Context: an optimization exercise on an open-source flow, tuned for small area. The choices shown serve that exercise and are no tape-out recipe.
Only simulation tests tie the RTL to the original design; equivalence was not proved.
The flow treats the clock pin as an ideal source. Dropping or thinning the clock tree relies on that and would not hold on a real chip.

Setup of main:
// wallace_mult_apb
module wallace_mult_apb (
  input  wire        clk,
  input  wire        rst_n,
  input  wire        psel,
  input  wire        penable,
  input  wire        pwrite,
  input  wire [7:0]  paddr,
  input  wire [31:0] pwdata,
  output wire [31:0] prdata,
  output wire        pready,
  output wire        pslverr
);
  logic [15:0] a_q, b_q;    
  logic [7:0]  ax, ay;      
  logic [7:0]  x, y;        
  logic [15:0] pl;          
  logic        s0;          
  logic [4:0]  cnt;         
  logic        busy, done;
  wire base   = (paddr[7:5] == 3'b000) & (paddr[1:0] == 2'b00);
  wire sel_a  = base & (paddr[4:2] == 3'd0);
  wire sel_b  = base & (paddr[4:2] == 3'd1);
  wire sel_c  = base & (paddr[4:2] == 3'd2);
  wire sel_s  = base & (paddr[4:2] == 3'd3);
  wire sel_p  = base & (paddr[4:2] == 3'd4);
  wire mapped = base & (~paddr[4] | (paddr[3:2] == 2'b00));
  wire wr    = psel & penable & pwrite;
  wire start = wr & sel_c & pwdata[0] & ~busy;
  assign pready  = ~(busy & ~pwrite & sel_p);
  assign pslverr = ~mapped;
  wire [31:0] p = {y, x, pl};
  wire rd_a = sel_a;
  wire rd_b = sel_b;
  wire rd_p = sel_p & done;
  assign prdata[31:16] = {16{rd_p}} & p[31:16];
  assign prdata[15:2]  = ({14{rd_a}} & a_q[15:2]) | ({14{rd_b}} & b_q[15:2]) |
                         ({14{rd_p}} & p[15:2]);
  ...
==> module wallace_mult_apb, before the edit <==
module wallace_mult_apb (
  input  wire        clk,
  input  wire        rst_n,
  input  wire        psel,
  input  wire        penable,
  input  wire        pwrite,
  input  wire [7:0]  paddr,
  input  wire [31:0] pwdata,
  output wire [31:0] prdata,
  output wire        pready,
  output wire        pslverr
);
  logic [15:0] a_q, b_q;    
  logic [7:0]  ax, ay;      
  logic [7:0]  x, y;        
  logic [15:0] pl;          
  logic        s0;          
  logic [4:0]  cnt;         
  logic        busy, done;
  wire base   = (paddr[7:5] == 3'b000) & (paddr[1:0] == 2'b00);
  wire sel_a  = base & (paddr[4:2] == 3'd0);
  wire sel_b  = base & (paddr[4:2] == 3'd1);
  wire sel_c  = base & (paddr[4:2] == 3'd2);
  wire sel_s  = base & (paddr[4:2] == 3'd3);
  wire sel_p  = base & (paddr[4:2] == 3'd4);
  wire mapped = base & (~paddr[4] | (paddr[3:2] == 2'b00));
  wire wr    = psel & penable & pwrite;
  wire start = wr & sel_c & pwdata[0] & ~busy;
  assign pready  = ~(busy & ~pwrite & sel_p);
  assign pslverr = ~mapped;
  wire [31:0] p = {y, x, pl};
  wire rd_a = sel_a;
  wire rd_b = sel_b;
  wire rd_p = sel_p & done;
  assign prdata[31:16] = {16{rd_p}} & p[31:16];
  assign prdata[15:2]  = ({14{rd_a}} & a_q[15:2]) | ({14{rd_b}} & b_q[15:2]) |
                         ({14{rd_p}} & p[15:2]);
  assign prdata[1:0]   = ({2{rd_a}} & a_q[1:0]) | ({2{rd_b}} & b_q[1:0]) |
                         ({2{rd_p}} & p[1:0]) | ({2{sel_s}} & {done, busy});
  wire       ph  = cnt[0];
  wire       b   = pl[0];
  wire [7:0] addend = ax & {8{b}};
  wire [8:0] c;
  wire [7:0] u;
  assign c[0] = ph & y[7];
  genvar i;
  generate
    for (i = 0; i < 8; i++) begin : g_add
      assign u[i]   = x[i] ^ addend[i] ^ c[i];
      assign c[i+1] = (x[i] & addend[i]) | (x[i] & c[i]) | (addend[i] & c[i]);
    end
  endgenerate
  wire        pl_ld = start;
  wire        pl_sh = ~start & busy & ph;
  wire        pl_hd = ~start & ~(busy & ph);
  wire [15:0] pl_d  = ({16{pl_ld}} & b_q) | ({16{pl_sh}} & {s0, pl[15:1]}) |
                      ({16{pl_hd}} & pl);
  always_ff @(posedge clk) begin
    ax <= start ? a_q[7:0]  : ay;
    ay <= start ? a_q[15:8] : ax;
    if (start) begin
      x <= 8'h00;
      y <= 8'h00;
    end else if (busy) begin
      x <= {ph ? u[0] : y[7], y[6:0]};
      y <= {c[8], u[7:1]};
    end
    pl <= pl_d;
    s0  <= u[0];
    cnt <= start ? 5'd0 : cnt + 5'd1;
  end
  always_ff @(posedge clk) begin
    if (!rst_n) begin
      a_q  <= 16'h0000;
      b_q  <= 16'h0000;
      busy <= 1'b0;
      done <= 1'b0;
    end else begin
      if (wr & sel_a) a_q <= pwdata[15:0];
      if (wr & sel_b) b_q <= pwdata[15:0];
      if (start) begin
        busy <= 1'b1;
        done <= 1'b0;
      end else if (busy & (cnt == 5'd31)) begin
        busy <= 1'b0;
        done <= 1'b1;
      end
    end
  end
endmodule
Settings: LEC_CHECK=0, CAP_MARGIN=0, CORE_MARGIN=2, CORE_UTILIZATION=70, GPL_TIMING_DRIVEN=0, PLACE_DENSITY=0.8, SLEW_MARGIN=0; clock period 5.0 ns.
standard.sh (not shown) runs the stock make flow with config.mk's settings and CLKGATE_MAP_FILE= SYNTH_SCRIPT=/design/flow/synth_recipe.tcl, a recipe that flattens the netlist after the stock synthesis.
==> flow/flow/run.sh <==
#!/bin/bash
# Own flow: the standard layout (standard.sh), with these changes:
#  - synthesis: the standard synthesis script, except that ABC maps the
#    logic with flow/abc_area.script (area-oriented) instead of ORFS's script,
#    and then each mux2_1 becomes an a22o_1 with one shared select inverter
#    (flow/mux2map.v). Registers, their names and cells are untouched: they
#    are mapped before ABC runs.
#  - port buffers are the smallest buffer cell (buf_1).
#  - clock: after CTS, flow/post_cts.tcl (POST_CTS hook) replaces the H-tree
#    with CLK_GROUPS clock buffers on the clock port, one per equal-size
#    placement cluster of registers (all registers see the same buffer depth),
#    then downsizes cells that have slack (repair_timing -recover_power).
set -euo pipefail
W=$PWD
export BUFFER_PORTS_ARGS="-buffer_cell sky130_fd_sc_hd__buf_1"
export CTS_ARGS="-sink_clustering_enable -repair_clock_nets -dont_use_dummy_load"
export POST_CTS_TCL="$W/flow/post_cts.tcl"
export CLK_ROOT_CELL=sky130_fd_sc_hd__clkbuf_16
export CLK_GROUPS=3

{
  echo 'proc abc {args} {'
  echo '  set i [lsearch -exact $args -script]'
  echo "  if {\$i >= 0} { lset args [expr {\$i + 1}] {$W/flow/abc_area.script} }"
  echo '  yosys abc {*}$args'
  echo "  yosys techmap -map {$W/flow/mux2map.v}"
  echo '  yosys opt_merge -share_all t:sky130_fd_sc_hd__inv_1'
  echo '  yosys opt_clean -purge'
  echo '}'
  echo "source {$W/synth_recipe.tcl}"
} > "$W/own_synth.tcl"
sed -e "s#SYNTH_SCRIPT=[^ ]*#SYNTH_SCRIPT=$W/own_synth.tcl#" standard.sh > own_synth.sh
grep -q "SYNTH_SCRIPT=$W/own_synth.tcl" own_synth.sh

bash own_synth.sh synth > synth.log 2>&1
bash standard.sh finish > layout.log 2>&1
Other scripts of this flow, unchanged in this note and not shown: flow/flow/abc_area.script, flow/flow/mux2map.v, flow/flow/post_cts.tcl
--- input diff main..the feature branch ---
diff --git a/flow/design.v b/flow/design.v
--- a/flow/design.v
+++ b/flow/design.v
@@ -21,13 +21,13 @@
   output wire        pslverr
 );
   logic [15:0] a_q, b_q;    
   logic [7:0]  ax, ay;      
   logic [7:0]  x, y;        
   logic [15:0] pl;          
-  logic        s0;          
+  logic        bq;          
   logic [4:0]  cnt;         
   logic        busy, done;
   wire base   = (paddr[7:5] == 3'b000) & (paddr[1:0] == 2'b00);
   wire sel_a  = base & (paddr[4:2] == 3'd0);
   wire sel_b  = base & (paddr[4:2] == 3'd1);
   wire sel_c  = base & (paddr[4:2] == 3'd2);
@@ -45,41 +45,41 @@
   assign prdata[31:16] = {16{rd_p}} & p[31:16];
   assign prdata[15:2]  = ({14{rd_a}} & a_q[15:2]) | ({14{rd_b}} & b_q[15:2]) |
                          ({14{rd_p}} & p[15:2]);
   assign prdata[1:0]   = ({2{rd_a}} & a_q[1:0]) | ({2{rd_b}} & b_q[1:0]) |
                          ({2{rd_p}} & p[1:0]) | ({2{sel_s}} & {done, busy});
   wire       ph  = cnt[0];
-  wire       b   = pl[0];
+  wire       b   = ph ? bq : pl[0];
   wire [7:0] addend = ax & {8{b}};
   wire [8:0] c;
   wire [7:0] u;
   assign c[0] = ph & y[7];
   genvar i;
   generate
     for (i = 0; i < 8; i++) begin : g_add
       assign u[i]   = x[i] ^ addend[i] ^ c[i];
       assign c[i+1] = (x[i] & addend[i]) | (x[i] & c[i]) | (addend[i] & c[i]);
     end
   endgenerate
   wire        pl_ld = start;
-  wire        pl_sh = ~start & busy & ph;
-  wire        pl_hd = ~start & ~(busy & ph);
-  wire [15:0] pl_d  = ({16{pl_ld}} & b_q) | ({16{pl_sh}} & {s0, pl[15:1]}) |
+  wire        pl_sh = ~start & busy & ~ph;
+  wire        pl_hd = ~start & ~(busy & ~ph);
+  wire [15:0] pl_d  = ({16{pl_ld}} & b_q) | ({16{pl_sh}} & {u[0], pl[15:1]}) |
                       ({16{pl_hd}} & pl);
   always_ff @(posedge clk) begin
     ax <= start ? a_q[7:0]  : ay;
     ay <= start ? a_q[15:8] : ax;
     if (start) begin
       x <= 8'h00;
       y <= 8'h00;
     end else if (busy) begin
       x <= {ph ? u[0] : y[7], y[6:0]};
       y <= {c[8], u[7:1]};
     end
     pl <= pl_d;
-    s0  <= u[0];
+    bq  <= pl[0];
     cnt <= start ? 5'd0 : cnt + 5'd1;
   end
   always_ff @(posedge clk) begin
     if (!rst_n) begin
       a_q  <= 16'h0000;
       b_q  <= 16'h0000;
## What came out
The feature branch: flow completed, timing, DRC and antenna clean. Comparing worst clock skew for the feature branch and main, the bigger number came from main. Simple-gate portion of the synthesized area delta (main -> the feature branch): insignificant. Met3 usage, the feature branch and main: larger value in main. Taking the feature branch over main, the global-route wire length before repair ratio works out to 1.06. Where hold slack is concerned, main is better than the feature branch. Relative to main, relative area change from synthesis to final layout has increased by 0.68 points in the feature branch. Worst-path cell with the longest stage delay = and3_1: main; worst-path cell with the longest stage delay = dfxtp_1: the feature branch. Taking main as the reference, in the feature branch area of all placed cells without fillers went up 33 µm², peak clock frequency supported by timing lower, post-synthesis compound-gate area fraction dropped 0.29 points, via count +82.
In every run of this note, the design's own scripts or RTL, not TritonCTS, make the clock network.

## afterwards: timing with drivers on the ports
Ports are ideal in the flow. The routed layouts listed here were re-timed in OpenROAD.
Step 1: set_driving_cell puts a clkbuf_16 on clk and a buf_2 on each other input, an assumption about the parent block.
Step 2, shift: input delay + t, output delay - t, t = (earliest + latest rising clock arrival at the registers) / 2. This alone moves slack from input paths to output paths.
Three values: no drivers, after step 1, after step 2; two values: the first two.
run	t (ns)	slack for setup (ns)	worst slew at a driven data input, ns
main	0.227	0.838 / 0.819 / 0.738	0.03
the feature branch	0.223	0.341 / 0.341 / 0.341	0.05
After both steps every run listed still meets setup and hold. For main, which loses most, drivers alone change the setup slack by -0.019 ns; drivers and shift together by -0.100 ns.
